What follows belongs to an exercise in optimizing a design on an open flow for small area and a short achievable clock period; a production flow would make more cautious choices.
Where RTL was checked, it was by simulation tests only, not by an equivalence proof against the original.
Function not checked in run 1: the RTL went through the layout flow alone.

==> flow/flow/run.sh <==
#!/bin/bash
# The standard layout (the standard.sh: ORFS synthesis, floorplan, power grid,
# placement, CTS and routing) with two changes:
#  - synthesis skips the generic ABC pass that Yosys's synth runs before the adder
#    extraction (SYNTH_ARGS=-noabc), so the full adders are extracted from the RTL's own
#    adder tree without inverters between them; the liberty-mapped ABC pass still runs,
#    and the registers are the same as the standard synthesis's;
#  - the port buffers are inserted as buf_1 cells rather than the larger cell the
#    resizer picks by default; timing repair still resizes them as needed.
set -euo pipefail
export SYNTH_ARGS="-noabc"
export BUFFER_PORTS_ARGS="-buffer_cell sky130_fd_sc_hd__buf_1"
bash standard.sh > standard.log 2>&1
==> flow/standard.sh <==
#!/bin/bash
# synth_recipe.tcl (not shown) runs the flow's synth.tcl, then flattens the netlist and writes it again
# the make line also repeats each setting of config.mk as NAME=value (left out here)
make -C /OpenROAD-flow-scripts/flow DESIGN_CONFIG=/design/flow/config.mk WORK_HOME=/design/flow/orfs CLKGATE_MAP_FILE= SYNTH_SCRIPT=/design/flow/synth_recipe.tcl "${@:-finish}"
==> flow/config.mk <==
export PLATFORM = sky130hd
export DESIGN_NAME = groove_sample_scheduler
export DESIGN_NICKNAME = groove_sample_scheduler
export VERILOG_FILES = /design/flow/design.v
export SDC_FILE = /design/flow/constraint.sdc
export NUM_CORES = 4
export LEC_CHECK = 0
export ABC_AREA = 1
export CAP_MARGIN = 20
export CORE_MARGIN = 2
export CORE_UTILIZATION = 40
export SETUP_SLACK_MARGIN = 5
export SLEW_MARGIN = 20
export TNS_END_PERCENT = 100
==> flow/constraint.sdc <==
create_clock -name core_clock -period 9.0 [get_ports {clk}]
set_input_delay 1.8000 -clock core_clock [delete_from_list [all_inputs] [get_ports {clk}]]
set_output_delay 1.8000 -clock core_clock [all_outputs]
set_load 0.01 [all_outputs]
==> flow/design.v <==
module groove_sample_scheduler #(
    parameter int DEPTH = 4
) (
    input  logic        clk,
    input  logic        reset,
    input  logic        sync_start,
    input  logic [31:0] sig_time,
    input  logic        dir,
    input  logic [31:0] afll_ltr,
    input  logic [31:0] afll_rtl,
    input  logic        pos_valid,
    output logic        pos_ready,
    input  logic [15:0] pos_in,
    output logic        fire,
    output logic [31:0] fire_time,
    output logic        missed,
    output logic        busy
);
    localparam int AW = $clog2(DEPTH);
    localparam logic [AW:0] FULL = (AW+1)'(DEPTH);
    logic               started, st_m1, st_m2, st_wait, st_fire;
    logic               first, can_push;
    logic [15:0]        mem [DEPTH];
    logic [AW-1:0]      wr_ptr, rd_ptr;
    logic [AW:0]        count, count_nx;
    logic [31:0]        base, dur, target;
    logic [5:0]         dg_nx;
    logic [2:0]         b_one, b_two, b_neg;
    logic               c5;
    logic               xg, yg;      
    logic [31:0]        cr;
    logic               push, pop, st_ready, hit, m1_nx, m2_nx, wait_nx, fire_nx;
    logic [15:0]        head;
    logic [3:0]         head_nx;
    logic [31:0]        x, y;
    logic [37:0]        r;
    logic signed [31:0] d;
    assign st_ready  = started && !(st_m1 || st_m2 || st_wait || st_fire);
    assign pos_ready = can_push && !sync_start;
    assign push      = pos_valid && pos_ready;
    assign pop       = st_ready && (count != 0) && !sync_start;
    assign fire      = st_fire;
    assign fire_time = target;
    assign head    = mem[rd_ptr];
    assign head_nx = (push && wr_ptr == rd_ptr) ? pos_in[3:0] : head[3:0];
    assign dg_nx   = st_m1 ? {~head[15], head[14:10]} : pop ? head[9:4] : {head_nx, 2'b00};
    assign x = xg ? target : 32'd0;
    assign y = yg ? base : 32'd0;
    assign cr = c5 ? dur : 32'd0;
    wire pp1 = (((b_one[0] & dur[0])) ^ b_neg[0]);
    wire pp2 = (((b_one[0] & dur[1]) | (b_two[0] & dur[0])) ^ b_neg[0]);
    wire pp3 = (((b_one[0] & dur[2]) | (b_two[0] & dur[1])) ^ b_neg[0]);
    wire pp4 = (((b_one[0] & dur[3]) | (b_two[0] & dur[2])) ^ b_neg[0]);
    wire pp5 = (((b_one[0] & dur[4]) | (b_two[0] & dur[3])) ^ b_neg[0]);
    wire pp6 = (((b_one[0] & dur[5]) | (b_two[0] & dur[4])) ^ b_neg[0]);
    wire pp7 = (((b_one[0] & dur[6]) | (b_two[0] & dur[5])) ^ b_neg[0]);
    wire pp8 = (((b_one[0] & dur[7]) | (b_two[0] & dur[6])) ^ b_neg[0]);
    wire pp9 = (((b_one[0] & dur[8]) | (b_two[0] & dur[7])) ^ b_neg[0]);
    wire pp10 = (((b_one[0] & dur[9]) | (b_two[0] & dur[8])) ^ b_neg[0]);
    wire pp11 = (((b_one[0] & dur[10]) | (b_two[0] & dur[9])) ^ b_neg[0]);
    wire pp12 = (((b_one[0] & dur[11]) | (b_two[0] & dur[10])) ^ b_neg[0]);
    wire pp13 = (((b_one[0] & dur[12]) | (b_two[0] & dur[11])) ^ b_neg[0]);
    wire pp14 = (((b_one[0] & dur[13]) | (b_two[0] & dur[12])) ^ b_neg[0]);
    wire pp15 = (((b_one[0] & dur[14]) | (b_two[0] & dur[13])) ^ b_neg[0]);
    wire pp16 = (((b_one[0] & dur[15]) | (b_two[0] & dur[14])) ^ b_neg[0]);
    wire pp17 = (((b_one[0] & dur[16]) | (b_two[0] & dur[15])) ^ b_neg[0]);
    wire pp18 = (((b_one[0] & dur[17]) | (b_two[0] & dur[16])) ^ b_neg[0]);
    wire pp19 = (((b_one[0] & dur[18]) | (b_two[0] & dur[17])) ^ b_neg[0]);
    wire pp20 = (((b_one[0] & dur[19]) | (b_two[0] & dur[18])) ^ b_neg[0]);
    wire pp21 = (((b_one[0] & dur[20]) | (b_two[0] & dur[19])) ^ b_neg[0]);
    wire pp22 = (((b_one[0] & dur[21]) | (b_two[0] & dur[20])) ^ b_neg[0]);
    wire pp23 = (((b_one[0] & dur[22]) | (b_two[0] & dur[21])) ^ b_neg[0]);
    wire pp24 = (((b_one[0] & dur[23]) | (b_two[0] & dur[22])) ^ b_neg[0]);
    wire pp25 = (((b_one[0] & dur[24]) | (b_two[0] & dur[23])) ^ b_neg[0]);
    wire pp26 = (((b_one[0] & dur[25]) | (b_two[0] & dur[24])) ^ b_neg[0]);
    wire pp27 = (((b_one[0] & dur[26]) | (b_two[0] & dur[25])) ^ b_neg[0]);
    wire pp28 = (((b_one[0] & dur[27]) | (b_two[0] & dur[26])) ^ b_neg[0]);
    wire pp29 = (((b_one[0] & dur[28]) | (b_two[0] & dur[27])) ^ b_neg[0]);
    wire pp30 = (((b_one[0] & dur[29]) | (b_two[0] & dur[28])) ^ b_neg[0]);
    wire pp31 = (((b_one[0] & dur[30]) | (b_two[0] & dur[29])) ^ b_neg[0]);
    wire pp32 = (((b_one[0] & dur[31]) | (b_two[0] & dur[30])) ^ b_neg[0]);
    wire pp33 = (((b_two[0] & dur[31])) ^ b_neg[0]);
    wire pp34 = (((b_one[1] & dur[0])) ^ b_neg[1]);
    wire pp35 = (((b_one[1] & dur[1]) | (b_two[1] & dur[0])) ^ b_neg[1]);
    wire pp36 = (((b_one[1] & dur[2]) | (b_two[1] & dur[1])) ^ b_neg[1]);
    wire pp37 = (((b_one[1] & dur[3]) | (b_two[1] & dur[2])) ^ b_neg[1]);
    wire pp38 = (((b_one[1] & dur[4]) | (b_two[1] & dur[3])) ^ b_neg[1]);
    wire pp39 = (((b_one[1] & dur[5]) | (b_two[1] & dur[4])) ^ b_neg[1]);
    wire pp40 = (((b_one[1] & dur[6]) | (b_two[1] & dur[5])) ^ b_neg[1]);
    wire pp41 = (((b_one[1] & dur[7]) | (b_two[1] & dur[6])) ^ b_neg[1]);
    wire pp42 = (((b_one[1] & dur[8]) | (b_two[1] & dur[7])) ^ b_neg[1]);
    wire pp43 = (((b_one[1] & dur[9]) | (b_two[1] & dur[8])) ^ b_neg[1]);
    wire pp44 = (((b_one[1] & dur[10]) | (b_two[1] & dur[9])) ^ b_neg[1]);
    wire pp45 = (((b_one[1] & dur[11]) | (b_two[1] & dur[10])) ^ b_neg[1]);
    wire pp46 = (((b_one[1] & dur[12]) | (b_two[1] & dur[11])) ^ b_neg[1]);
    wire pp47 = (((b_one[1] & dur[13]) | (b_two[1] & dur[12])) ^ b_neg[1]);
    wire pp48 = (((b_one[1] & dur[14]) | (b_two[1] & dur[13])) ^ b_neg[1]);
    wire pp49 = (((b_one[1] & dur[15]) | (b_two[1] & dur[14])) ^ b_neg[1]);
    wire pp50 = (((b_one[1] & dur[16]) | (b_two[1] & dur[15])) ^ b_neg[1]);
    wire pp51 = (((b_one[1] & dur[17]) | (b_two[1] & dur[16])) ^ b_neg[1]);
    wire pp52 = (((b_one[1] & dur[18]) | (b_two[1] & dur[17])) ^ b_neg[1]);
    wire pp53 = (((b_one[1] & dur[19]) | (b_two[1] & dur[18])) ^ b_neg[1]);
    wire pp54 = (((b_one[1] & dur[20]) | (b_two[1] & dur[19])) ^ b_neg[1]);
    wire pp55 = (((b_one[1] & dur[21]) | (b_two[1] & dur[20])) ^ b_neg[1]);
    wire pp56 = (((b_one[1] & dur[22]) | (b_two[1] & dur[21])) ^ b_neg[1]);
    wire pp57 = (((b_one[1] & dur[23]) | (b_two[1] & dur[22])) ^ b_neg[1]);
    wire pp58 = (((b_one[1] & dur[24]) | (b_two[1] & dur[23])) ^ b_neg[1]);
    wire pp59 = (((b_one[1] & dur[25]) | (b_two[1] & dur[24])) ^ b_neg[1]);
    wire pp60 = (((b_one[1] & dur[26]) | (b_two[1] & dur[25])) ^ b_neg[1]);
    wire pp61 = (((b_one[1] & dur[27]) | (b_two[1] & dur[26])) ^ b_neg[1]);
    wire pp62 = (((b_one[1] & dur[28]) | (b_two[1] & dur[27])) ^ b_neg[1]);
    wire pp63 = (((b_one[1] & dur[29]) | (b_two[1] & dur[28])) ^ b_neg[1]);
    wire pp64 = (((b_one[1] & dur[30]) | (b_two[1] & dur[29])) ^ b_neg[1]);
    wire pp65 = (((b_one[1] & dur[31]) | (b_two[1] & dur[30])) ^ b_neg[1]);
    wire pp66 = (((b_two[1] & dur[31])) ^ b_neg[1]);
    wire pp67 = (((b_one[2] & dur[0])) ^ b_neg[2]);
    wire pp68 = (((b_one[2] & dur[1]) | (b_two[2] & dur[0])) ^ b_neg[2]);
    wire pp69 = (((b_one[2] & dur[2]) | (b_two[2] & dur[1])) ^ b_neg[2]);
    wire pp70 = (((b_one[2] & dur[3]) | (b_two[2] & dur[2])) ^ b_neg[2]);
    wire pp71 = (((b_one[2] & dur[4]) | (b_two[2] & dur[3])) ^ b_neg[2]);
    wire pp72 = (((b_one[2] & dur[5]) | (b_two[2] & dur[4])) ^ b_neg[2]);
    wire pp73 = (((b_one[2] & dur[6]) | (b_two[2] & dur[5])) ^ b_neg[2]);
    wire pp74 = (((b_one[2] & dur[7]) | (b_two[2] & dur[6])) ^ b_neg[2]);
    wire pp75 = (((b_one[2] & dur[8]) | (b_two[2] & dur[7])) ^ b_neg[2]);
    wire pp76 = (((b_one[2] & dur[9]) | (b_two[2] & dur[8])) ^ b_neg[2]);
    wire pp77 = (((b_one[2] & dur[10]) | (b_two[2] & dur[9])) ^ b_neg[2]);
    wire pp78 = (((b_one[2] & dur[11]) | (b_two[2] & dur[10])) ^ b_neg[2]);
    wire pp79 = (((b_one[2] & dur[12]) | (b_two[2] & dur[11])) ^ b_neg[2]);
    wire pp80 = (((b_one[2] & dur[13]) | (b_two[2] & dur[12])) ^ b_neg[2]);
    wire pp81 = (((b_one[2] & dur[14]) | (b_two[2] & dur[13])) ^ b_neg[2]);
    wire pp82 = (((b_one[2] & dur[15]) | (b_two[2] & dur[14])) ^ b_neg[2]);
    wire pp83 = (((b_one[2] & dur[16]) | (b_two[2] & dur[15])) ^ b_neg[2]);
    wire pp84 = (((b_one[2] & dur[17]) | (b_two[2] & dur[16])) ^ b_neg[2]);
    wire pp85 = (((b_one[2] & dur[18]) | (b_two[2] & dur[17])) ^ b_neg[2]);
    wire pp86 = (((b_one[2] & dur[19]) | (b_two[2] & dur[18])) ^ b_neg[2]);
    wire pp87 = (((b_one[2] & dur[20]) | (b_two[2] & dur[19])) ^ b_neg[2]);
    wire pp88 = (((b_one[2] & dur[21]) | (b_two[2] & dur[20])) ^ b_neg[2]);
    wire pp89 = (((b_one[2] & dur[22]) | (b_two[2] & dur[21])) ^ b_neg[2]);
    wire pp90 = (((b_one[2] & dur[23]) | (b_two[2] & dur[22])) ^ b_neg[2]);
    wire pp91 = (((b_one[2] & dur[24]) | (b_two[2] & dur[23])) ^ b_neg[2]);
    wire pp92 = (((b_one[2] & dur[25]) | (b_two[2] & dur[24])) ^ b_neg[2]);
    wire pp93 = (((b_one[2] & dur[26]) | (b_two[2] & dur[25])) ^ b_neg[2]);
    wire pp94 = (((b_one[2] & dur[27]) | (b_two[2] & dur[26])) ^ b_neg[2]);
    wire pp95 = (((b_one[2] & dur[28]) | (b_two[2] & dur[27])) ^ b_neg[2]);
    wire pp96 = (((b_one[2] & dur[29]) | (b_two[2] & dur[28])) ^ b_neg[2]);
    wire pp97 = (((b_one[2] & dur[30]) | (b_two[2] & dur[29])) ^ b_neg[2]);
    wire pp98 = (((b_one[2] & dur[31]) | (b_two[2] & dur[30])) ^ b_neg[2]);
    wire pp99 = (((b_two[2] & dur[31])) ^ b_neg[2]);
    wire s100 = b_neg[0] ^ x[0];
    wire c101 = b_neg[0] & x[0];
    wire s102 = x[1] ^ c101 ^ pp2;
    wire c103 = (x[1] & c101) | (x[1] & pp2) | (c101 & pp2);
    wire s104 = b_neg[1] ^ x[2] ^ pp3;
    wire c105 = (b_neg[1] & x[2]) | (b_neg[1] & pp3) | (x[2] & pp3);
    wire s106 = pp34 ^ c103 ^ s104;
    wire c107 = (pp34 & c103) | (pp34 & s104) | (c103 & s104);
    wire s108 = x[3] ^ pp4 ^ pp35;
    wire c109 = (x[3] & pp4) | (x[3] & pp35) | (pp4 & pp35);
    wire s110 = c105 ^ s108;
    wire c111 = c105 & s108;
    wire s112 = b_neg[2] ^ x[4] ^ pp5;
    wire c113 = (b_neg[2] & x[4]) | (b_neg[2] & pp5) | (x[4] & pp5);
    wire s114 = pp36 ^ pp67 ^ c109;
    wire c115 = (pp36 & pp67) | (pp36 & c109) | (pp67 & c109);
    wire s116 = s112 ^ c111 ^ s114;
    wire c117 = (s112 & c111) | (s112 & s114) | (c111 & s114);
    wire s118 = x[5] ^ pp6 ^ pp37;
    wire c119 = (x[5] & pp6) | (x[5] & pp37) | (pp6 & pp37);
    wire s120 = pp68 ^ c113 ^ s118;
    wire c121 = (pp68 & c113) | (pp68 & s118) | (c113 & s118);
    wire s122 = c115 ^ s120;
    wire c123 = c115 & s120;
    wire s124 = x[6] ^ y[0] ^ cr[0];
    wire c125 = (x[6] & y[0]) | (x[6] & cr[0]) | (y[0] & cr[0]);
    wire s126 = pp7 ^ pp38 ^ pp69;
    wire c127 = (pp7 & pp38) | (pp7 & pp69) | (pp38 & pp69);
    wire s128 = s124 ^ c119 ^ s126;
    wire c129 = (s124 & c119) | (s124 & s126) | (c119 & s126);
    wire s130 = c121 ^ s128;
    wire c131 = c121 & s128;
    wire s132 = x[7] ^ y[1] ^ cr[1];
    wire c133 = (x[7] & y[1]) | (x[7] & cr[1]) | (y[1] & cr[1]);
    wire s134 = pp8 ^ pp39 ^ pp70;
    wire c135 = (pp8 & pp39) | (pp8 & pp70) | (pp39 & pp70);
    wire s136 = c125 ^ s132 ^ c127;
    wire c137 = (c125 & s132) | (c125 & c127) | (s132 & c127);
    wire s138 = s134 ^ s136 ^ c129;
    wire c139 = (s134 & s136) | (s134 & c129) | (s136 & c129);
    wire s140 = x[8] ^ y[2] ^ cr[2];
    wire c141 = (x[8] & y[2]) | (x[8] & cr[2]) | (y[2] & cr[2]);
    wire s142 = pp9 ^ pp40 ^ pp71;
    wire c143 = (pp9 & pp40) | (pp9 & pp71) | (pp40 & pp71);
    wire s144 = c133 ^ s140 ^ c135;
    wire c145 = (c133 & s140) | (c133 & c135) | (s140 & c135);
    wire s146 = s142 ^ c137 ^ s144;
    wire c147 = (s142 & c137) | (s142 & s144) | (c137 & s144);
    wire s148 = x[9] ^ y[3] ^ cr[3];
    wire c149 = (x[9] & y[3]) | (x[9] & cr[3]) | (y[3] & cr[3]);
    wire s150 = pp10 ^ pp41 ^ pp72;
    wire c151 = (pp10 & pp41) | (pp10 & pp72) | (pp41 & pp72);
    wire s152 = c141 ^ s148 ^ c143;
    wire c153 = (c141 & s148) | (c141 & c143) | (s148 & c143);
    wire s154 = s150 ^ c145 ^ s152;
    wire c155 = (s150 & c145) | (s150 & s152) | (c145 & s152);
    wire s156 = x[10] ^ y[4] ^ cr[4];
    wire c157 = (x[10] & y[4]) | (x[10] & cr[4]) | (y[4] & cr[4]);
    wire s158 = pp11 ^ pp42 ^ pp73;
    wire c159 = (pp11 & pp42) | (pp11 & pp73) | (pp42 & pp73);
    wire s160 = c149 ^ s156 ^ c151;
    wire c161 = (c149 & s156) | (c149 & c151) | (s156 & c151);
    wire s162 = s158 ^ c153 ^ s160;
    wire c163 = (s158 & c153) | (s158 & s160) | (c153 & s160);
    wire s164 = x[11] ^ y[5] ^ cr[5];
    wire c165 = (x[11] & y[5]) | (x[11] & cr[5]) | (y[5] & cr[5]);
    wire s166 = pp12 ^ pp43 ^ pp74;
    wire c167 = (pp12 & pp43) | (pp12 & pp74) | (pp43 & pp74);
    wire s168 = c157 ^ s164 ^ c159;
    wire c169 = (c157 & s164) | (c157 & c159) | (s164 & c159);
    wire s170 = s166 ^ c161 ^ s168;
    wire c171 = (s166 & c161) | (s166 & s168) | (c161 & s168);
    wire s172 = x[12] ^ y[6] ^ cr[6];
    wire c173 = (x[12] & y[6]) | (x[12] & cr[6]) | (y[6] & cr[6]);
    wire s174 = pp13 ^ pp44 ^ pp75;
    wire c175 = (pp13 & pp44) | (pp13 & pp75) | (pp44 & pp75);
    wire s176 = c165 ^ s172 ^ c167;
    wire c177 = (c165 & s172) | (c165 & c167) | (s172 & c167);
    wire s178 = s174 ^ c169 ^ s176;
    wire c179 = (s174 & c169) | (s174 & s176) | (c169 & s176);
    wire s180 = x[13] ^ y[7] ^ cr[7];
    wire c181 = (x[13] & y[7]) | (x[13] & cr[7]) | (y[7] & cr[7]);
    wire s182 = pp14 ^ pp45 ^ pp76;
    wire c183 = (pp14 & pp45) | (pp14 & pp76) | (pp45 & pp76);
    wire s184 = c173 ^ s180 ^ c175;
    wire c185 = (c173 & s180) | (c173 & c175) | (s180 & c175);
    wire s186 = s182 ^ c177 ^ s184;
    wire c187 = (s182 & c177) | (s182 & s184) | (c177 & s184);
    wire s188 = x[14] ^ y[8] ^ cr[8];
    wire c189 = (x[14] & y[8]) | (x[14] & cr[8]) | (y[8] & cr[8]);
    wire s190 = pp15 ^ pp46 ^ pp77;
    wire c191 = (pp15 & pp46) | (pp15 & pp77) | (pp46 & pp77);
    wire s192 = c181 ^ s188 ^ c183;
    wire c193 = (c181 & s188) | (c181 & c183) | (s188 & c183);
    wire s194 = s190 ^ c185 ^ s192;
    wire c195 = (s190 & c185) | (s190 & s192) | (c185 & s192);
    wire s196 = x[15] ^ y[9] ^ cr[9];
    wire c197 = (x[15] & y[9]) | (x[15] & cr[9]) | (y[9] & cr[9]);
    wire s198 = pp16 ^ pp47 ^ pp78;
    wire c199 = (pp16 & pp47) | (pp16 & pp78) | (pp47 & pp78);
    wire s200 = c189 ^ s196 ^ c191;
    wire c201 = (c189 & s196) | (c189 & c191) | (s196 & c191);
    wire s202 = s198 ^ c193 ^ s200;
    wire c203 = (s198 & c193) | (s198 & s200) | (c193 & s200);
    wire s204 = x[16] ^ y[10] ^ cr[10];
    wire c205 = (x[16] & y[10]) | (x[16] & cr[10]) | (y[10] & cr[10]);
    wire s206 = pp17 ^ pp48 ^ pp79;
    wire c207 = (pp17 & pp48) | (pp17 & pp79) | (pp48 & pp79);
    wire s208 = c197 ^ s204 ^ c199;
    wire c209 = (c197 & s204) | (c197 & c199) | (s204 & c199);
    wire s210 = s206 ^ c201 ^ s208;
    wire c211 = (s206 & c201) | (s206 & s208) | (c201 & s208);
    wire s212 = x[17] ^ y[11] ^ cr[11];
    wire c213 = (x[17] & y[11]) | (x[17] & cr[11]) | (y[11] & cr[11]);
    wire s214 = pp18 ^ pp49 ^ pp80;
    wire c215 = (pp18 & pp49) | (pp18 & pp80) | (pp49 & pp80);
    wire s216 = c205 ^ s212 ^ c207;
    wire c217 = (c205 & s212) | (c205 & c207) | (s212 & c207);
    wire s218 = s214 ^ c209 ^ s216;
    wire c219 = (s214 & c209) | (s214 & s216) | (c209 & s216);
    wire s220 = x[18] ^ y[12] ^ cr[12];
    wire c221 = (x[18] & y[12]) | (x[18] & cr[12]) | (y[12] & cr[12]);
    wire s222 = pp19 ^ pp50 ^ pp81;
    wire c223 = (pp19 & pp50) | (pp19 & pp81) | (pp50 & pp81);
    wire s224 = c213 ^ s220 ^ c215;
    wire c225 = (c213 & s220) | (c213 & c215) | (s220 & c215);
    wire s226 = s222 ^ c217 ^ s224;
    wire c227 = (s222 & c217) | (s222 & s224) | (c217 & s224);
    wire s228 = x[19] ^ y[13] ^ cr[13];
    wire c229 = (x[19] & y[13]) | (x[19] & cr[13]) | (y[13] & cr[13]);
    wire s230 = pp20 ^ pp51 ^ pp82;
    wire c231 = (pp20 & pp51) | (pp20 & pp82) | (pp51 & pp82);
    wire s232 = c221 ^ s228 ^ c223;
    wire c233 = (c221 & s228) | (c221 & c223) | (s228 & c223);
    wire s234 = s230 ^ c225 ^ s232;
    wire c235 = (s230 & c225) | (s230 & s232) | (c225 & s232);
    wire s236 = x[20] ^ y[14] ^ cr[14];
    wire c237 = (x[20] & y[14]) | (x[20] & cr[14]) | (y[14] & cr[14]);
    wire s238 = pp21 ^ pp52 ^ pp83;
    wire c239 = (pp21 & pp52) | (pp21 & pp83) | (pp52 & pp83);
    wire s240 = c229 ^ s236 ^ c231;
    wire c241 = (c229 & s236) | (c229 & c231) | (s236 & c231);
    wire s242 = s238 ^ c233 ^ s240;
    wire c243 = (s238 & c233) | (s238 & s240) | (c233 & s240);
    wire s244 = x[21] ^ y[15] ^ cr[15];
    wire c245 = (x[21] & y[15]) | (x[21] & cr[15]) | (y[15] & cr[15]);
    wire s246 = pp22 ^ pp53 ^ pp84;
    wire c247 = (pp22 & pp53) | (pp22 & pp84) | (pp53 & pp84);
    wire s248 = c237 ^ s244 ^ c239;
    wire c249 = (c237 & s244) | (c237 & c239) | (s244 & c239);
    wire s250 = s246 ^ c241 ^ s248;
    wire c251 = (s246 & c241) | (s246 & s248) | (c241 & s248);
    wire s252 = x[22] ^ y[16] ^ cr[16];
    wire c253 = (x[22] & y[16]) | (x[22] & cr[16]) | (y[16] & cr[16]);
    wire s254 = pp23 ^ pp54 ^ pp85;
    wire c255 = (pp23 & pp54) | (pp23 & pp85) | (pp54 & pp85);
    wire s256 = c245 ^ s252 ^ c247;
    wire c257 = (c245 & s252) | (c245 & c247) | (s252 & c247);
    wire s258 = s254 ^ c249 ^ s256;
    wire c259 = (s254 & c249) | (s254 & s256) | (c249 & s256);
    wire s260 = x[23] ^ y[17] ^ cr[17];
    wire c261 = (x[23] & y[17]) | (x[23] & cr[17]) | (y[17] & cr[17]);
    wire s262 = pp24 ^ pp55 ^ pp86;
    wire c263 = (pp24 & pp55) | (pp24 & pp86) | (pp55 & pp86);
    wire s264 = c253 ^ s260 ^ c255;
    wire c265 = (c253 & s260) | (c253 & c255) | (s260 & c255);
    wire s266 = s262 ^ c257 ^ s264;
    wire c267 = (s262 & c257) | (s262 & s264) | (c257 & s264);
    wire s268 = x[24] ^ y[18] ^ cr[18];
    wire c269 = (x[24] & y[18]) | (x[24] & cr[18]) | (y[18] & cr[18]);
    wire s270 = pp25 ^ pp56 ^ pp87;
    wire c271 = (pp25 & pp56) | (pp25 & pp87) | (pp56 & pp87);
    wire s272 = c261 ^ s268 ^ c263;
    wire c273 = (c261 & s268) | (c261 & c263) | (s268 & c263);
    wire s274 = s270 ^ c265 ^ s272;
    wire c275 = (s270 & c265) | (s270 & s272) | (c265 & s272);
    wire s276 = x[25] ^ y[19] ^ cr[19];
    wire c277 = (x[25] & y[19]) | (x[25] & cr[19]) | (y[19] & cr[19]);
    wire s278 = pp26 ^ pp57 ^ pp88;
    wire c279 = (pp26 & pp57) | (pp26 & pp88) | (pp57 & pp88);
    wire s280 = c269 ^ s276 ^ c271;
    wire c281 = (c269 & s276) | (c269 & c271) | (s276 & c271);
    wire s282 = s278 ^ c273 ^ s280;
    wire c283 = (s278 & c273) | (s278 & s280) | (c273 & s280);
    wire s284 = x[26] ^ y[20] ^ cr[20];
    wire c285 = (x[26] & y[20]) | (x[26] & cr[20]) | (y[20] & cr[20]);
    wire s286 = pp27 ^ pp58 ^ pp89;
    wire c287 = (pp27 & pp58) | (pp27 & pp89) | (pp58 & pp89);
    wire s288 = c277 ^ s284 ^ c279;
    wire c289 = (c277 & s284) | (c277 & c279) | (s284 & c279);
    wire s290 = s286 ^ c281 ^ s288;
    wire c291 = (s286 & c281) | (s286 & s288) | (c281 & s288);
    wire s292 = x[27] ^ y[21] ^ cr[21];
    wire c293 = (x[27] & y[21]) | (x[27] & cr[21]) | (y[21] & cr[21]);
    wire s294 = pp28 ^ pp59 ^ pp90;
    wire c295 = (pp28 & pp59) | (pp28 & pp90) | (pp59 & pp90);
    wire s296 = c285 ^ s292 ^ c287;
    wire c297 = (c285 & s292) | (c285 & c287) | (s292 & c287);
    wire s298 = s294 ^ c289 ^ s296;
    wire c299 = (s294 & c289) | (s294 & s296) | (c289 & s296);
    wire s300 = x[28] ^ y[22] ^ cr[22];
    wire c301 = (x[28] & y[22]) | (x[28] & cr[22]) | (y[22] & cr[22]);
    wire s302 = pp29 ^ pp60 ^ pp91;
    wire c303 = (pp29 & pp60) | (pp29 & pp91) | (pp60 & pp91);
    wire s304 = c293 ^ s300 ^ c295;
    wire c305 = (c293 & s300) | (c293 & c295) | (s300 & c295);
    wire s306 = s302 ^ c297 ^ s304;
    wire c307 = (s302 & c297) | (s302 & s304) | (c297 & s304);
    wire s308 = x[29] ^ y[23] ^ cr[23];
    wire c309 = (x[29] & y[23]) | (x[29] & cr[23]) | (y[23] & cr[23]);
    wire s310 = pp30 ^ pp61 ^ pp92;
    wire c311 = (pp30 & pp61) | (pp30 & pp92) | (pp61 & pp92);
    wire s312 = c301 ^ s308 ^ c303;
    wire c313 = (c301 & s308) | (c301 & c303) | (s308 & c303);
    wire s314 = s310 ^ c305 ^ s312;
    wire c315 = (s310 & c305) | (s310 & s312) | (c305 & s312);
    wire s316 = x[30] ^ y[24] ^ cr[24];
    wire c317 = (x[30] & y[24]) | (x[30] & cr[24]) | (y[24] & cr[24]);
    wire s318 = pp31 ^ pp62 ^ pp93;
    wire c319 = (pp31 & pp62) | (pp31 & pp93) | (pp62 & pp93);
    wire s320 = c309 ^ s316 ^ c311;
    wire c321 = (c309 & s316) | (c309 & c311) | (s316 & c311);
    wire s322 = s318 ^ c313 ^ s320;
    wire c323 = (s318 & c313) | (s318 & s320) | (c313 & s320);
    wire s324 = x[31] ^ y[25] ^ cr[25];
    wire c325 = (x[31] & y[25]) | (x[31] & cr[25]) | (y[25] & cr[25]);
    wire s326 = pp32 ^ pp63 ^ pp94;
    wire c327 = (pp32 & pp63) | (pp32 & pp94) | (pp63 & pp94);
    wire s328 = c317 ^ s324 ^ c319;
    wire c329 = (c317 & s324) | (c317 & c319) | (s324 & c319);
    wire s330 = s326 ^ c321 ^ s328;
    wire c331 = (s326 & c321) | (s326 & s328) | (c321 & s328);
    wire s332 = y[26] ^ cr[26] ^ pp33;
    wire c333 = (y[26] & cr[26]) | (y[26] & pp33) | (cr[26] & pp33);
    wire s334 = pp64 ^ pp95 ^ c325;
    wire c335 = (pp64 & pp95) | (pp64 & c325) | (pp95 & c325);
    wire s336 = c327 ^ s332 ^ s334;
    wire c337 = (c327 & s332) | (c327 & s334) | (s332 & s334);
    wire s338 = c329 ^ s336;
    wire c339 = c329 & s336;
    wire s340 = 1'b1 ^ ~b_neg[0] ^ y[27];
    wire c341 = (1'b1 & ~b_neg[0]) | (1'b1 & y[27]) | (~b_neg[0] & y[27]);
    wire s342 = cr[27] ^ pp65 ^ pp96;
    wire c343 = (cr[27] & pp65) | (cr[27] & pp96) | (pp65 & pp96);
    wire s344 = s340 ^ c333 ^ c335;
    wire c345 = (s340 & c333) | (s340 & c335) | (c333 & c335);
    wire s346 = s342 ^ s344 ^ c337;
    wire c347 = (s342 & s344) | (s342 & c337) | (s344 & c337);
    wire s348 = 1'b1 ^ y[28] ^ cr[28];
    wire c349 = (1'b1 & y[28]) | (1'b1 & cr[28]) | (y[28] & cr[28]);
    wire s350 = pp66 ^ pp97 ^ c341;
    wire c351 = (pp66 & pp97) | (pp66 & c341) | (pp97 & c341);
    wire s352 = s348 ^ c343 ^ s350;
    wire c353 = (s348 & c343) | (s348 & s350) | (c343 & s350);
    wire s354 = c345 ^ s352;
    wire c355 = c345 & s352;
    wire s356 = ~b_neg[1] ^ y[29] ^ cr[29];
    wire c357 = (~b_neg[1] & y[29]) | (~b_neg[1] & cr[29]) | (y[29] & cr[29]);
    wire s358 = pp98 ^ c349 ^ s356;
    wire c359 = (pp98 & c349) | (pp98 & s356) | (c349 & s356);
    wire s360 = c351 ^ s358 ^ c353;
    wire c361 = (c351 & s358) | (c351 & c353) | (s358 & c353);
    wire s362 = 1'b1 ^ y[30] ^ cr[30];
    wire c363 = (1'b1 & y[30]) | (1'b1 & cr[30]) | (y[30] & cr[30]);
    wire s364 = pp99 ^ c357 ^ s362;
    wire c365 = (pp99 & c357) | (pp99 & s362) | (c357 & s362);
    wire s366 = c359 ^ s364;
    wire c367 = c359 & s364;
    wire s368 = ~b_neg[2] ^ y[31] ^ cr[31];
    wire s369 = c363 ^ s368 ^ c365;
    wire g370 = pp1 & s100;
    wire g371 = s102 & 1'b0;
    wire g372 = s106 & 1'b0;
    wire g373 = c107 & s110;
    wire g374 = s116 & 1'b0;
    wire g375 = c117 & s122;
    wire g376 = c123 & s130;
    wire g377 = c131 & s138;
    wire g378 = c139 & s146;
    wire g379 = c147 & s154;
    wire g380 = c155 & s162;
    wire g381 = c163 & s170;
    wire g382 = c171 & s178;
    wire g383 = c179 & s186;
    wire g384 = c187 & s194;
    wire g385 = c195 & s202;
    wire g386 = c203 & s210;
    wire g387 = c211 & s218;
    wire g388 = c219 & s226;
    wire g389 = c227 & s234;
    wire g390 = c235 & s242;
    wire g391 = c243 & s250;
    wire g392 = c251 & s258;
    wire g393 = c259 & s266;
    wire g394 = c267 & s274;
    wire g395 = c275 & s282;
    wire g396 = c283 & s290;
    wire g397 = c291 & s298;
    wire g398 = c299 & s306;
    wire g399 = c307 & s314;
    wire g400 = c315 & s322;
    wire g401 = c323 & s330;
    wire g402 = c331 & s338;
    wire g403 = c339 & s346;
    wire g404 = c347 & s354;
    wire g405 = c355 & s360;
    wire g406 = c361 & s366;
    wire g407 = c367 & s369;
    wire p408 = pp1 ^ s100;
    wire p409 = s102 ^ 1'b0;
    wire p410 = s106 ^ 1'b0;
    wire p411 = c107 ^ s110;
    wire p412 = s116 ^ 1'b0;
    wire p413 = c117 ^ s122;
    wire p414 = c123 ^ s130;
    wire p415 = c131 ^ s138;
    wire p416 = c139 ^ s146;
    wire p417 = c147 ^ s154;
    wire p418 = c155 ^ s162;
    wire p419 = c163 ^ s170;
    wire p420 = c171 ^ s178;
    wire p421 = c179 ^ s186;
    wire p422 = c187 ^ s194;
    wire p423 = c195 ^ s202;
    wire p424 = c203 ^ s210;
    wire p425 = c211 ^ s218;
    wire p426 = c219 ^ s226;
    wire p427 = c227 ^ s234;
    wire p428 = c235 ^ s242;
    wire p429 = c243 ^ s250;
    wire p430 = c251 ^ s258;
    wire p431 = c259 ^ s266;
    wire p432 = c267 ^ s274;
    wire p433 = c275 ^ s282;
    wire p434 = c283 ^ s290;
    wire p435 = c291 ^ s298;
    wire p436 = c299 ^ s306;
    wire p437 = c307 ^ s314;
    wire p438 = c315 ^ s322;
    wire p439 = c323 ^ s330;
    wire p440 = c331 ^ s338;
    wire p441 = c339 ^ s346;
    wire p442 = c347 ^ s354;
    wire p443 = c355 ^ s360;
    wire p444 = c361 ^ s366;
    wire p445 = c367 ^ s369;
    wire g446 = g371 | (p409 & g370);
    wire g447 = g372 | (p410 & g371);
    wire p448 = p410 & p409;
    wire g449 = g373 | (p411 & g372);
    wire p450 = p411 & p410;
    wire g451 = g374 | (p412 & g373);
    wire p452 = p412 & p411;
    wire g453 = g375 | (p413 & g374);
    wire p454 = p413 & p412;
    wire g455 = g376 | (p414 & g375);
    wire p456 = p414 & p413;
    wire g457 = g377 | (p415 & g376);
    wire p458 = p415 & p414;
    wire g459 = g378 | (p416 & g377);
    wire p460 = p416 & p415;
    wire g461 = g379 | (p417 & g378);
    wire p462 = p417 & p416;
    wire g463 = g380 | (p418 & g379);
    wire p464 = p418 & p417;
    wire g465 = g381 | (p419 & g380);
    wire p466 = p419 & p418;
    wire g467 = g382 | (p420 & g381);
    wire p468 = p420 & p419;
    wire g469 = g383 | (p421 & g382);
    wire p470 = p421 & p420;
    wire g471 = g384 | (p422 & g383);
    wire p472 = p422 & p421;
    wire g473 = g385 | (p423 & g384);
    wire p474 = p423 & p422;
    wire g475 = g386 | (p424 & g385);
    wire p476 = p424 & p423;
    wire g477 = g387 | (p425 & g386);
    wire p478 = p425 & p424;
    wire g479 = g388 | (p426 & g387);
    wire p480 = p426 & p425;
    wire g481 = g389 | (p427 & g388);
    wire p482 = p427 & p426;
    wire g483 = g390 | (p428 & g389);
    wire p484 = p428 & p427;
    wire g485 = g391 | (p429 & g390);
    wire p486 = p429 & p428;
    wire g487 = g392 | (p430 & g391);
    wire p488 = p430 & p429;
    wire g489 = g393 | (p431 & g392);
    wire p490 = p431 & p430;
    wire g491 = g394 | (p432 & g393);
    wire p492 = p432 & p431;
    wire g493 = g395 | (p433 & g394);
    wire p494 = p433 & p432;
    wire g495 = g396 | (p434 & g395);
    wire p496 = p434 & p433;
    wire g497 = g397 | (p435 & g396);
    wire p498 = p435 & p434;
    wire g499 = g398 | (p436 & g397);
    wire p500 = p436 & p435;
    wire g501 = g399 | (p437 & g398);
    wire p502 = p437 & p436;
    wire g503 = g400 | (p438 & g399);
    wire p504 = p438 & p437;
    wire g505 = g401 | (p439 & g400);
    wire p506 = p439 & p438;
    wire g507 = g402 | (p440 & g401);
    wire p508 = p440 & p439;
    wire g509 = g403 | (p441 & g402);
    wire p510 = p441 & p440;
    wire g511 = g404 | (p442 & g403);
    wire p512 = p442 & p441;
    wire g513 = g405 | (p443 & g404);
    wire p514 = p443 & p442;
    wire g515 = g406 | (p444 & g405);
    wire p516 = p444 & p443;
    wire g517 = g407 | (p445 & g406);
    wire p518 = p445 & p444;
    wire g519 = g447 | (p448 & g370);
    wire g520 = g449 | (p450 & g446);
    wire g521 = g451 | (p452 & g447);
    wire p522 = p452 & p448;
    wire g523 = g453 | (p454 & g449);
    wire p524 = p454 & p450;
    wire g525 = g455 | (p456 & g451);
    wire p526 = p456 & p452;
    wire g527 = g457 | (p458 & g453);
    wire p528 = p458 & p454;
    wire g529 = g459 | (p460 & g455);
    wire p530 = p460 & p456;
    wire g531 = g461 | (p462 & g457);
    wire p532 = p462 & p458;
    wire g533 = g463 | (p464 & g459);
    wire p534 = p464 & p460;
    wire g535 = g465 | (p466 & g461);
    wire p536 = p466 & p462;
    wire g537 = g467 | (p468 & g463);
    wire p538 = p468 & p464;
    wire g539 = g469 | (p470 & g465);
    wire p540 = p470 & p466;
    wire g541 = g471 | (p472 & g467);
    wire p542 = p472 & p468;
    wire g543 = g473 | (p474 & g469);
    wire p544 = p474 & p470;
    wire g545 = g475 | (p476 & g471);
    wire p546 = p476 & p472;
    wire g547 = g477 | (p478 & g473);
    wire p548 = p478 & p474;
    wire g549 = g479 | (p480 & g475);
    wire p550 = p480 & p476;
    wire g551 = g481 | (p482 & g477);
    wire p552 = p482 & p478;
    wire g553 = g483 | (p484 & g479);
    wire p554 = p484 & p480;
    wire g555 = g485 | (p486 & g481);
    wire p556 = p486 & p482;
    wire g557 = g487 | (p488 & g483);
    wire p558 = p488 & p484;
    wire g559 = g489 | (p490 & g485);
    wire p560 = p490 & p486;
    wire g561 = g491 | (p492 & g487);
    wire p562 = p492 & p488;
    wire g563 = g493 | (p494 & g489);
    wire p564 = p494 & p490;
    wire g565 = g495 | (p496 & g491);
    wire p566 = p496 & p492;
    wire g567 = g497 | (p498 & g493);
    wire p568 = p498 & p494;
    wire g569 = g499 | (p500 & g495);
    wire p570 = p500 & p496;
    wire g571 = g501 | (p502 & g497);
    wire p572 = p502 & p498;
    wire g573 = g503 | (p504 & g499);
    wire p574 = p504 & p500;
    wire g575 = g505 | (p506 & g501);
    wire p576 = p506 & p502;
    wire g577 = g507 | (p508 & g503);
    wire p578 = p508 & p504;
    wire g579 = g509 | (p510 & g505);
    wire p580 = p510 & p506;
    wire g581 = g511 | (p512 & g507);
    wire p582 = p512 & p508;
    wire g583 = g513 | (p514 & g509);
    wire p584 = p514 & p510;
    wire g585 = g515 | (p516 & g511);
    wire p586 = p516 & p512;
    wire g587 = g517 | (p518 & g513);
    wire p588 = p518 & p514;
    wire g589 = g521 | (p522 & g370);
    wire g590 = g523 | (p524 & g446);
    wire g591 = g525 | (p526 & g519);
    wire g592 = g527 | (p528 & g520);
    wire g593 = g529 | (p530 & g521);
    wire p594 = p530 & p522;
    wire g595 = g531 | (p532 & g523);
    wire p596 = p532 & p524;
    wire g597 = g533 | (p534 & g525);
    wire p598 = p534 & p526;
    wire g599 = g535 | (p536 & g527);
    wire p600 = p536 & p528;
    wire g601 = g537 | (p538 & g529);
    wire p602 = p538 & p530;
    wire g603 = g539 | (p540 & g531);
    wire p604 = p540 & p532;
    wire g605 = g541 | (p542 & g533);
    wire p606 = p542 & p534;
    wire g607 = g543 | (p544 & g535);
    wire p608 = p544 & p536;
    wire g609 = g545 | (p546 & g537);
    wire p610 = p546 & p538;
    wire g611 = g547 | (p548 & g539);
    wire p612 = p548 & p540;
    wire g613 = g549 | (p550 & g541);
    wire p614 = p550 & p542;
    wire g615 = g551 | (p552 & g543);
    wire p616 = p552 & p544;
    wire g617 = g553 | (p554 & g545);
    wire p618 = p554 & p546;
    wire g619 = g555 | (p556 & g547);
    wire p620 = p556 & p548;
    wire g621 = g557 | (p558 & g549);
    wire p622 = p558 & p550;
    wire g623 = g559 | (p560 & g551);
    wire p624 = p560 & p552;
    wire g625 = g561 | (p562 & g553);
    wire p626 = p562 & p554;
    wire g627 = g563 | (p564 & g555);
    wire p628 = p564 & p556;
    wire g629 = g565 | (p566 & g557);
    wire p630 = p566 & p558;
    wire g631 = g567 | (p568 & g559);
    wire p632 = p568 & p560;
    wire g633 = g569 | (p570 & g561);
    wire p634 = p570 & p562;
    wire g635 = g571 | (p572 & g563);
    wire p636 = p572 & p564;
    wire g637 = g573 | (p574 & g565);
    wire p638 = p574 & p566;
    wire g639 = g575 | (p576 & g567);
    wire p640 = p576 & p568;
    wire g641 = g577 | (p578 & g569);
    wire p642 = p578 & p570;
    wire g643 = g579 | (p580 & g571);
    wire p644 = p580 & p572;
    wire g645 = g581 | (p582 & g573);
    wire p646 = p582 & p574;
    wire g647 = g583 | (p584 & g575);
    wire p648 = p584 & p576;
    wire g649 = g585 | (p586 & g577);
    wire p650 = p586 & p578;
    wire g651 = g587 | (p588 & g579);
    wire p652 = p588 & p580;
    wire g653 = g593 | (p594 & g370);
    wire g654 = g595 | (p596 & g446);
    wire g655 = g597 | (p598 & g519);
    wire g656 = g599 | (p600 & g520);
    wire g657 = g601 | (p602 & g589);
    wire g658 = g603 | (p604 & g590);
    wire g659 = g605 | (p606 & g591);
    wire g660 = g607 | (p608 & g592);
    wire g661 = g609 | (p610 & g593);
    wire p662 = p610 & p594;
    wire g663 = g611 | (p612 & g595);
    wire p664 = p612 & p596;
    wire g665 = g613 | (p614 & g597);
    wire p666 = p614 & p598;
    wire g667 = g615 | (p616 & g599);
    wire p668 = p616 & p600;
    wire g669 = g617 | (p618 & g601);
    wire p670 = p618 & p602;
    wire g671 = g619 | (p620 & g603);
    wire p672 = p620 & p604;
    wire g673 = g621 | (p622 & g605);
    wire p674 = p622 & p606;
    wire g675 = g623 | (p624 & g607);
    wire p676 = p624 & p608;
    wire g677 = g625 | (p626 & g609);
    wire p678 = p626 & p610;
    wire g679 = g627 | (p628 & g611);
    wire p680 = p628 & p612;
    wire g681 = g629 | (p630 & g613);
    wire p682 = p630 & p614;
    wire g683 = g631 | (p632 & g615);
    wire p684 = p632 & p616;
    wire g685 = g633 | (p634 & g617);
    wire p686 = p634 & p618;
    wire g687 = g635 | (p636 & g619);
    wire p688 = p636 & p620;
    wire g689 = g637 | (p638 & g621);
    wire p690 = p638 & p622;
    wire g691 = g639 | (p640 & g623);
    wire p692 = p640 & p624;
    wire g693 = g641 | (p642 & g625);
    wire p694 = p642 & p626;
    wire g695 = g643 | (p644 & g627);
    wire p696 = p644 & p628;
    wire g697 = g645 | (p646 & g629);
    wire p698 = p646 & p630;
    wire g699 = g647 | (p648 & g631);
    wire p700 = p648 & p632;
    wire g701 = g649 | (p650 & g633);
    wire p702 = p650 & p634;
    wire g703 = g651 | (p652 & g635);
    wire p704 = p652 & p636;
    wire g705 = g661 | (p662 & g370);
    wire g706 = g663 | (p664 & g446);
    wire g707 = g665 | (p666 & g519);
    wire g708 = g667 | (p668 & g520);
    wire g709 = g669 | (p670 & g589);
    wire g710 = g671 | (p672 & g590);
    wire g711 = g673 | (p674 & g591);
    wire g712 = g675 | (p676 & g592);
    wire g713 = g677 | (p678 & g653);
    wire g714 = g679 | (p680 & g654);
    wire g715 = g681 | (p682 & g655);
    wire g716 = g683 | (p684 & g656);
    wire g717 = g685 | (p686 & g657);
    wire g718 = g687 | (p688 & g658);
    wire g719 = g689 | (p690 & g659);
    wire g720 = g691 | (p692 & g660);
    wire g721 = g693 | (p694 & g661);
    wire p722 = p694 & p662;
    wire g723 = g695 | (p696 & g663);
    wire p724 = p696 & p664;
    wire g725 = g697 | (p698 & g665);
    wire p726 = p698 & p666;
    wire g727 = g699 | (p700 & g667);
    wire p728 = p700 & p668;
    wire g729 = g701 | (p702 & g669);
    wire p730 = p702 & p670;
    wire g731 = g703 | (p704 & g671);
    wire p732 = p704 & p672;
    wire g733 = g721 | (p722 & g370);
    wire g734 = g723 | (p724 & g446);
    wire g735 = g725 | (p726 & g519);
    wire g736 = g727 | (p728 & g520);
    wire g737 = g729 | (p730 & g589);
    wire g738 = g731 | (p732 & g590);
    assign r[0] = p408;
    assign r[1] = p409 ^ g370;
    assign r[2] = p410 ^ g446;
    assign r[3] = p411 ^ g519;
    assign r[4] = p412 ^ g520;
    assign r[5] = p413 ^ g589;
    assign r[6] = p414 ^ g590;
    assign r[7] = p415 ^ g591;
    assign r[8] = p416 ^ g592;
    assign r[9] = p417 ^ g653;
    assign r[10] = p418 ^ g654;
    assign r[11] = p419 ^ g655;
    assign r[12] = p420 ^ g656;
    assign r[13] = p421 ^ g657;
    assign r[14] = p422 ^ g658;
    assign r[15] = p423 ^ g659;
    assign r[16] = p424 ^ g660;
    assign r[17] = p425 ^ g705;
    assign r[18] = p426 ^ g706;
    assign r[19] = p427 ^ g707;
    assign r[20] = p428 ^ g708;
    assign r[21] = p429 ^ g709;
    assign r[22] = p430 ^ g710;
    assign r[23] = p431 ^ g711;
    assign r[24] = p432 ^ g712;
    assign r[25] = p433 ^ g713;
    assign r[26] = p434 ^ g714;
    assign r[27] = p435 ^ g715;
    assign r[28] = p436 ^ g716;
    assign r[29] = p437 ^ g717;
    assign r[30] = p438 ^ g718;
    assign r[31] = p439 ^ g719;
    assign r[32] = p440 ^ g720;
    assign r[33] = p441 ^ g733;
    assign r[34] = p442 ^ g734;
    assign r[35] = p443 ^ g735;
    assign r[36] = p444 ^ g736;
    assign r[37] = p445 ^ g737;
    assign d   = sig_time - target;
    assign hit = !d[31];
    assign count_nx = sync_start ? '0 : count + (AW+1)'(push) - (AW+1)'(pop);
    assign m1_nx    = pop;
    assign m2_nx    = st_m1 && !sync_start;
    assign wait_nx  = (st_m2 || (st_wait && !hit)) && !sync_start;
    assign fire_nx  = st_wait && hit && !sync_start;
    always_ff @(posedge clk)
        if (push) mem[wr_ptr] <= pos_in;
    always_ff @(posedge clk) begin
        if (sync_start) begin
            base <= sig_time;
            dur  <= dir ? afll_rtl : afll_ltr;
        end
        if (!(st_wait || st_fire)) target <= r[37:6];
        for (int j = 0; j < 3; j++) begin
            b_neg[j] <= dg_nx[2*j+1];
            b_one[j] <= dg_nx[2*j] ^ (j == 0 ? 1'b0 : dg_nx[2*j-1]);
            b_two[j] <= dg_nx[2*j+1] ? !(dg_nx[2*j] || (j == 0 ? 1'b0 : dg_nx[2*j-1]))
                                     : (dg_nx[2*j] && (j == 0 ? 1'b0 : dg_nx[2*j-1]));
        end
        c5 <= dg_nx[5];
        first <= st_m2;
    end
    always_ff @(posedge clk or posedge reset) begin
        if (reset) begin
            started  <= 1'b0;
            can_push <= 1'b0;
            st_m1    <= 1'b0;
            st_m2    <= 1'b0;
            st_wait  <= 1'b0;
            st_fire  <= 1'b0;
            xg       <= 1'b0;
            yg       <= 1'b0;
            missed   <= 1'b0;
            busy     <= 1'b0;
            wr_ptr   <= '0;
            rd_ptr   <= '0;
            count    <= '0;
        end else begin
            started  <= started || sync_start;
            can_push <= (started || sync_start) && count_nx != FULL;
            count    <= count_nx;
            st_m1    <= m1_nx;
            st_m2    <= m2_nx;
            st_wait  <= wait_nx;
            st_fire  <= fire_nx;
            xg       <= m1_nx || m2_nx;
            yg       <= m2_nx;
            busy     <= count_nx != 0 || m1_nx || m2_nx || wait_nx || fire_nx;
            missed   <= st_wait && hit && !sync_start && first && (sig_time != target);
            if (sync_start) begin
                wr_ptr <= '0;
                rd_ptr <= '0;
            end else begin
                if (push) wr_ptr <= wr_ptr + 1'b1;
                if (st_m1) rd_ptr <= rd_ptr + 1'b1;
            end
        end
    end
endmodule
==> results of run 1 <==
kinds of logic (layout without fill, tap and decap cells):
| logic type | count (synthesis) | after routing | synth area share [%] |
|---|---|---|---|
| muxes | 32 | 32 | 2.33 |
| adders and majority gates | 209 | 209 | 23.0 |
| DFF | 186 | 186 | 35.0 |
| xor gates and xnor gates | 121 | 121 | 6.86 |
| AOI/OAI and AO/OA | 251 | 251 | 9.32 |
| buffers and inverters | 335 | 534 | 8.47 |
| and+or+nand+nor | 567 | 567 | 15.1 |
metrics by stage:
step,instance area [sq um],util [%]
floorplan,15500,-
global placement,16500,42.9
detailed placement,16500,42.9
CTS,18100,47.3
global route,19100,49.8
finish,19100,49.8
worst max-delay path, delay by kind of cell:
family | cells | cell delay [ps]
and+or+nand+nor | 1 | 100
buffers and inverters | 3 | 380
synth_stat cells:
master	n	area, sq um
dfrtp_1	16	400
nand3b_1	1	7.51
buf_6	3	33.8
nor2_8	1	20.0
a21oi_1	66	330
o21bai_1	8	60.1
inv_2	7	26.3
nand3_1	50	250
a21oi_2	2	17.5
or2_2	1	6.26
buf_2	23	115
nor3_4	2	32.5
nor4_1	4	25.0
nand2_1	347	1300
buf_1	3	11.3
nor2_2	5	31.3
nor3_1	7	35.0
mux2_2	32	360
o21ai_0	58	290
fa_1	125	2500
clkbuf_1	27	101
inv_1	272	1020
nand4_1	11	68.8
o21ai_1	4	20.0
edfxtp_1	160	4800
a21boi_0	1	7.51
o22ai_1	103	644
nand2_2	9	56.3
ha_1	84	1050
o311ai_1	1	8.76
nor2_1	128	480
a22o_2	1	10.0
a31oi_1	1	6.26
nand2_4	1	11.3
dfxtp_1	10	200
xnor2_1	5	43.8
o21a_1	3	22.5
xor2_1	116	1020
a21o_1	3	22.5
flip-flops by register name, indices dropped and copies added, names as in the netlist, 2 cells and up:
signal,count
count,3
base,32
rd_ptr,2
dur,32
b_one,3
b_neg,3
wr_ptr,2
mem,64
b_two,3
target,32
how the worst max path moves through the flow:
stage	endpoint	cells after the start
2_1_floorplan	pos_ready	2
3_3_place_gp	target[31]	14
3_5_place_dp	pos_ready	4
4_1_cts	pos_ready	4
5_1_grt	target[29]	14
6_report	pos_ready	4
routing by layer:
metal	part of all wire [%]	vias to the layer above	GRT usage, %
li1	-	5925	-
met1	39	6070	29.3
met2	50	491	42.3
met3	6.2	127	4.82
met4	4.8	0	12.6
met5	0	-	0
final cells by class:
class	instances	area share, %
repair inverters	8	0.314
flip-flops and latches	186	28.5
clock inverters	14	0.989
multi-input cells	1180	52.2
clock buffers	18	2.25
repair buffers	215	6.75
well taps	518	3.39
inverters	279	5.60
repair_timing:
item | in CTS | in global routing
gates resized for setup | 151 | 190
setup endpoints to repair | 34 | 31
pin swaps | 33 | 60
endpoints found under the hold margin | 0 | 0
setup buffers | 34 | 20
gates cloned | 11 | 1
==> impl_metrics.toml, run 1 <==
[sta]
finalSetupTns_ps = 0
finalHoldViolCount = 0
period_share_pct = 45.5
rsz0062_at_grt = "true"
finalClockSkew_ps = 15.7
setup_ws_ps = 4900
setup_viol = 0
slew_headroom_pct = 35.8
fin_hold_ws_ps = 442
worst_slew_pin_slew_ps = 961
max_freq_ghz = 0.244
layout_min_cycle_time_ps = 4100
final_max_slew_viol_count = 0

[critical_path]
arrival_ps = 2300
required_ps = 7200
r2r_cells = 18
path_max_fanout = 3
cp-start-kind = "input port"
worstPathCellList = "clkbuf_16, buf_16, nor2_8, buf_6"
r2r_slack_ps = 4970
crit_type = "input port to output pin"
r2r_end = "target[29]"
endpoint_kind = "output pin"
rr_startpoint = "b_two[2]"
slowest_delay_ps = 140
cpMaxStageDelayCell = "clkbuf_16"
cp-startpoint = "sync_start"

[global_routing]
antenna_found_initial = 0
grt_pass1_vias = 12700
grt_util_all_layers_pct = 24.6
grt_overflow_total = 0
grt_pass1_wl_um = 73700
grt_max_degree = 65

[cells_and_area]
finalNetCount = 2213
layout_commonest_cell = "nand2_1"
syn_to_final_growth_pct = 23.6
instances_no_fill = 2418
multi_input_comb_area_sq_um = 9980
fillCellCount = 3654
drive_above_1_share_pct = 21.2
regArea_sq_um = 5440
final_cell_mix = "310 x nand2_1, 262 x inv_1, 160 x edfxtp_1, 149 x buf_1, 109 x xor2_1"
diodes = 0

[floorplan]
die_area_sq_um = 40200
core-area_sq_um = 38400
die_h_um = 201
rows = 72
die_w_um = 201
ios = 153
initial_core_util_pct = 40.3

[min_path]
hp-class = "flop to flop"
hold_path_depth = 2
min_to = "missed"
min-delay-start = "first"

[routing]
dr.pass1.iters = 5
drtAntennaViolNets = 0
num_vias = 12600
drt-vias-per-instance = 5.22
wl_per_cell_um = 20.5
drt_wl_total_um = 49500
drt_iter0_drc = 896
drcViolationCount = 0

[synthesis]
synthCells = 1701
seq_area_frac_synth_pct = 35.0
ys_warn_count = 1
syn_avg_cell_area_sq_um = 9.09
synth_seq_cells = 186
synthDistinctLibCells = 39
syn-num-nets = 2027
syn_area_sq_um = 15500

[place]
port_buffers = 152
hpwlAfterDp_um = 36000
place_congestion = 0.972
dpl.cell_count = 2320
pre_cts_ws_ps = 4120

[cts]
clkTransAtPathRegs_ps = 70
htree_levels = 4
clock-root-buffer = "clkbuf_16"
cts_sinks = 186
cts_tree = "done"
clk_path_buf_depth = 2
holdBufCountCts = 0
numCtsBuffers = 17
clk_latency_ps = 480

[run_status]
status = "finished clean"

[job]
maxCapViolations = 0
==> inputs of run 2 (changes only) <==
--- a/flow/design.v
+++ b/flow/design.v
@@ -865,5 +865,6 @@
         end else begin
             started  <= started || sync_start;
-            can_push <= (started || sync_start) && count_nx != FULL;
+            can_push <= sync_start || (started && !(!pop && (count == FULL
+                                                             || (count == FULL - 1 && push))));
             count    <= count_nx;
             st_m1    <= m1_nx;
@@ -873,5 +874,5 @@
             xg       <= m1_nx || m2_nx;
             yg       <= m2_nx;
-            busy     <= count_nx != 0 || m1_nx || m2_nx || wait_nx || fire_nx;
+            busy     <= !sync_start && (push || count != 0 || st_m1 || st_m2 || st_wait);
             missed   <= st_wait && hit && !sync_start && first && (sig_time != target);
             if (sync_start) begin
==> flow/flow/run.sh (replaced) <==
#!/bin/bash
# The standard layout (the standard.sh: ORFS synthesis, floorplan, power grid,
# placement, CTS and routing) with three changes:
#  - synthesis skips the generic ABC pass that Yosys's synth runs before the adder
#    extraction (SYNTH_ARGS=-noabc), so the full adders are extracted from the RTL's own
#    adder tree without inverters between them; the liberty-mapped ABC pass still runs,
#    and the registers are the same as the standard synthesis's;
#  - the port buffers are inserted as buf_1 cells rather than the larger cell the
#    resizer picks by default; timing repair still resizes them as needed;
#  - flow/io.tcl keeps the sync_start and pos_ready pins side by side.
set -euo pipefail
export SYNTH_ARGS="-noabc"
export BUFFER_PORTS_ARGS="-buffer_cell sky130_fd_sc_hd__buf_1"
export IO_CONSTRAINTS="$PWD/flow/io.tcl"
bash standard.sh > standard.log 2>&1
==> flow/flow/io.tcl (new file) <==
# Keep the sync_start input and the pos_ready output, which sync_start drives through
# one gate, next to each other on the die's edge.
set_io_pin_constraint -group -order -pin_names {sync_start pos_ready}
--- a/flow/config.mk
+++ b/flow/config.mk
@@ -10,5 +10,6 @@
 export CORE_MARGIN = 2
 export CORE_UTILIZATION = 40
-export SETUP_SLACK_MARGIN = 5
+export PLACE_DENSITY = 0.8
+export SETUP_SLACK_MARGIN = 4.8
 export SLEW_MARGIN = 20
 export TNS_END_PERCENT = 100
==> run 2 against run 1 <==
  * Via count down 0.66%
  * Setup slack worse by 40 ps
  * Hold slack better by 3.4 ps
  * Still clean on timing, DRC and antenna
  * Count of clock-buffer cells in the layout down 1
  * Critical path type unchanged
  * Cell count down 2.2%
  * Die area up 0.12%
  * Fmax down 0.98%
==> impl_metrics.toml, run 2 <==
[routing]
drcViolationCount = 0
drtAntennaViolNets = 0
wl_per_cell_um = 18.7
drt-vias-per-instance = 5.30
drt_iter0_drc = 1034
dr.pass1.iters = 5
drt_wl_total_um = 44200
num_vias = 12500

[cells_and_area]
layout_commonest_cell = "nand2_1"
finalNetCount = 2161
regMostFlops = "mem"
final_cell_mix = "334 x nand2_1, 258 x inv_1, 160 x edfxtp_1, 150 x buf_1, 123 x fa_1"
drive_above_1_share_pct = 12.0
largest_reg_flops = 64
syn_to_final_growth_pct = 15.5
stdcell_area_sq_um = 17900
diodes = 0

[floorplan]
die_w_um = 201
die_h_um = 201
rows = 72
ios = 153
die_area_sq_um = 40300
initial_core_util_pct = 40.3
core-area_sq_um = 38400

[sta]
finalSetupTns_ps = 0
period_share_pct = 46.0
setup_viol = 0
rsz0062_at_grt = "true"
slew_headroom_pct = 34.5
fin_hold_ws_ps = 446
worst_slew_pin_slew_ps = 983
final_max_slew_viol_count = 0
finalHoldViolCount = 0
finalClockSkew_ps = 19.3
max_freq_ghz = 0.242
layout_min_cycle_time_ps = 4140

[critical_path]
path_max_fanout = 37
cpMaxStageDelayCell = "clkbuf_16"
required_ps = 7200
slowest_delay_ps = 210
cp-start-kind = "input port"
arrival_ps = 2340
r2r_slack_ps = 4860
worstPathCellList = "clkbuf_16, nor2_8, buf_1"
crit_buf_inv = 2
endpoint_kind = "output pin"
critPathTopFamily = "buffers and inverters"
crit_type = "input port to output pin"

[synthesis]
async_flop_share_pct = 8.60
synth_top_area_share_pct = 31.0
synthCells = 1688
synth_ff_type = "edfxtp_1"
seq_area_frac_synth_pct = 34.9
ys_warn_count = 1
syn_area_sq_um = 15500
syn_avg_cell_area_sq_um = 9.17
synth.most_common_cell = "nand2_1"
synthTopCellsByArea = "edfxtp_1 31%, fa_1 16%, nand2_1 8.5%"
synth_edf_count = 160
yosys.area.top_type = "edfxtp_1"
ys_top_cells_by_count = "349 x nand2_1, 262 x inv_1, 160 x edfxtp_1"
syn-num-nets = 2014
synth_seq_cells = 186
synthDistinctLibCells = 49

[cts]
holdBufCountCts = 0
clkTransAtPathRegs_ps = 70
cts_tree = "done"
clock-root-buffer = "clkbuf_16"
cts_sinks = 186
htree_levels = 4
clk_latency_ps = 480
numCtsBuffers = 17
clk_path_buf_depth = 2

[place]
port_buffers = 152
hpwlAfterDp_um = 31300
placed_area_sq_um = 16500
place_congestion = 0.940

[job]
maxCapViolations = 0

[run_status]
status = "finished clean"

[min_path]
hp-class = "flop to flop"

[global_routing]
grt_pass1_vias = 12800
grt_max_degree = 65
grt_overflow_total = 0
antenna_found_initial = 0
grt_pass1_wl_um = 68300
grt_util_all_layers_pct = 21.8
## run 2: changes by cell type after synthesis, sizes merged, moves of 2 or more
cell and delta:
o221ai +3, a21oi -2, o21ai -5, nand3 -5
xnor2 -2, a31oi +2, inv -12, o21bai +6
nor2 -8, clkinv +6, nand2 +6
## run 2: layer usage
layer / share of wire, % / global-route usage (%) / up-vias
li1: - / - / 5804
met1: 41 / 27.8 / 6007
met2: 47 / 35.6 / 607
met3: 8.7 / 5.16 / 112
met4: 3.8 / 9.21 / 0
met5: 0 / 0 / -
## run 2: kinds of logic after synthesis
kind of cell | Yosys count | share of synthesized area (%)
xor+xnor | 120 | 6.79
compound gates | 254 | 9.67
flops | 186 | 34.9
simple gates | 558 | 14.9
fa+ha+maj | 209 | 23.0
buf+inv | 329 | 8.42
mux | 32 | 2.33
## run 2: path summary, 6_finish.rpt
path	start	end	depth (start not counted)
worst max-delay path	sync_start	pos_ready	3
worst min-delay path	first	missed	2
worst max register to register	b_one[2]	target[26]	16
worst min register to register	first	missed	2
max in group asynchronous	reset	st_m2	2
min in group asynchronous	reset	count[0]	2
## run 2: tightest hold or removal path: stages, from the launching register on
cell	delay (ps)
dfxtp_1	300
nand2_1	70
nor2_1	50
## run 2: metrics by stage
step / std cells / worst slack [ps] / utilization, %
finish: 2366 / 4860 / 46.6
global route: 2366 / 4740 / 46.6
CTS: 2364 / 4810 / 45.3
detailed placement: 2314 / 4170 / 43.1
global placement: 2314 / 4220 / 43.1
floorplan: 1688 / 5150 / -
## run 2: what timing repair did
item / CTS / global route
cloned: 4 / 0
pin swaps: 1 / 11
resized for setup: 22 / 115
endpoints found under the setup margin: 32 / 26
buffers inserted: 14 / 1
## run 2: cell type report
type | instances | area [sq um]
fill | 3588 | 20500
multi-input combinational | 1173 | 9180
sequential | 186 | 5430
inverter | 273 | 1040
timing repair buffer | 181 | 925
tap | 518 | 648
clock buffer | 17 | 425
clock inverter | 15 | 205
timing repair inverter | 3 | 22.5

port drivers added, routing unchanged:
The results above use ideal ports. As a check the final layouts listed here were re-extracted and re-timed, cells and wires unchanged. Step 1 sets driving cells, clkbuf_16 on the clock port and buf_2 on the other inputs (assumed; they add their load-dependent delay and slew). Step 2 times the ports against the registers' clock, not the clock port: input delays grow and output delays shrink by t, the midpoint of the rising clock arrivals with the driver on. a / b / c = no drivers / after step 1 / after step 2; a / b = the first two.
| run | shift t [ns] | setup WS [ns] | worst setup path after step 2 | worst slew at a driven data input, ns |
|---|---|---|---|---|
| run 1 | 0.527 | 4.904 / 4.803 / 4.803 | input to output | 0.15 |
| run 2 | 0.516 | 4.863 / 4.755 / 4.755 | input to output | 0.16 |
After both steps setup and hold are still met in every run listed. For run 2, which loses most, drivers alone change the setup slack by -0.108 ns; drivers and shift together by -0.108 ns.
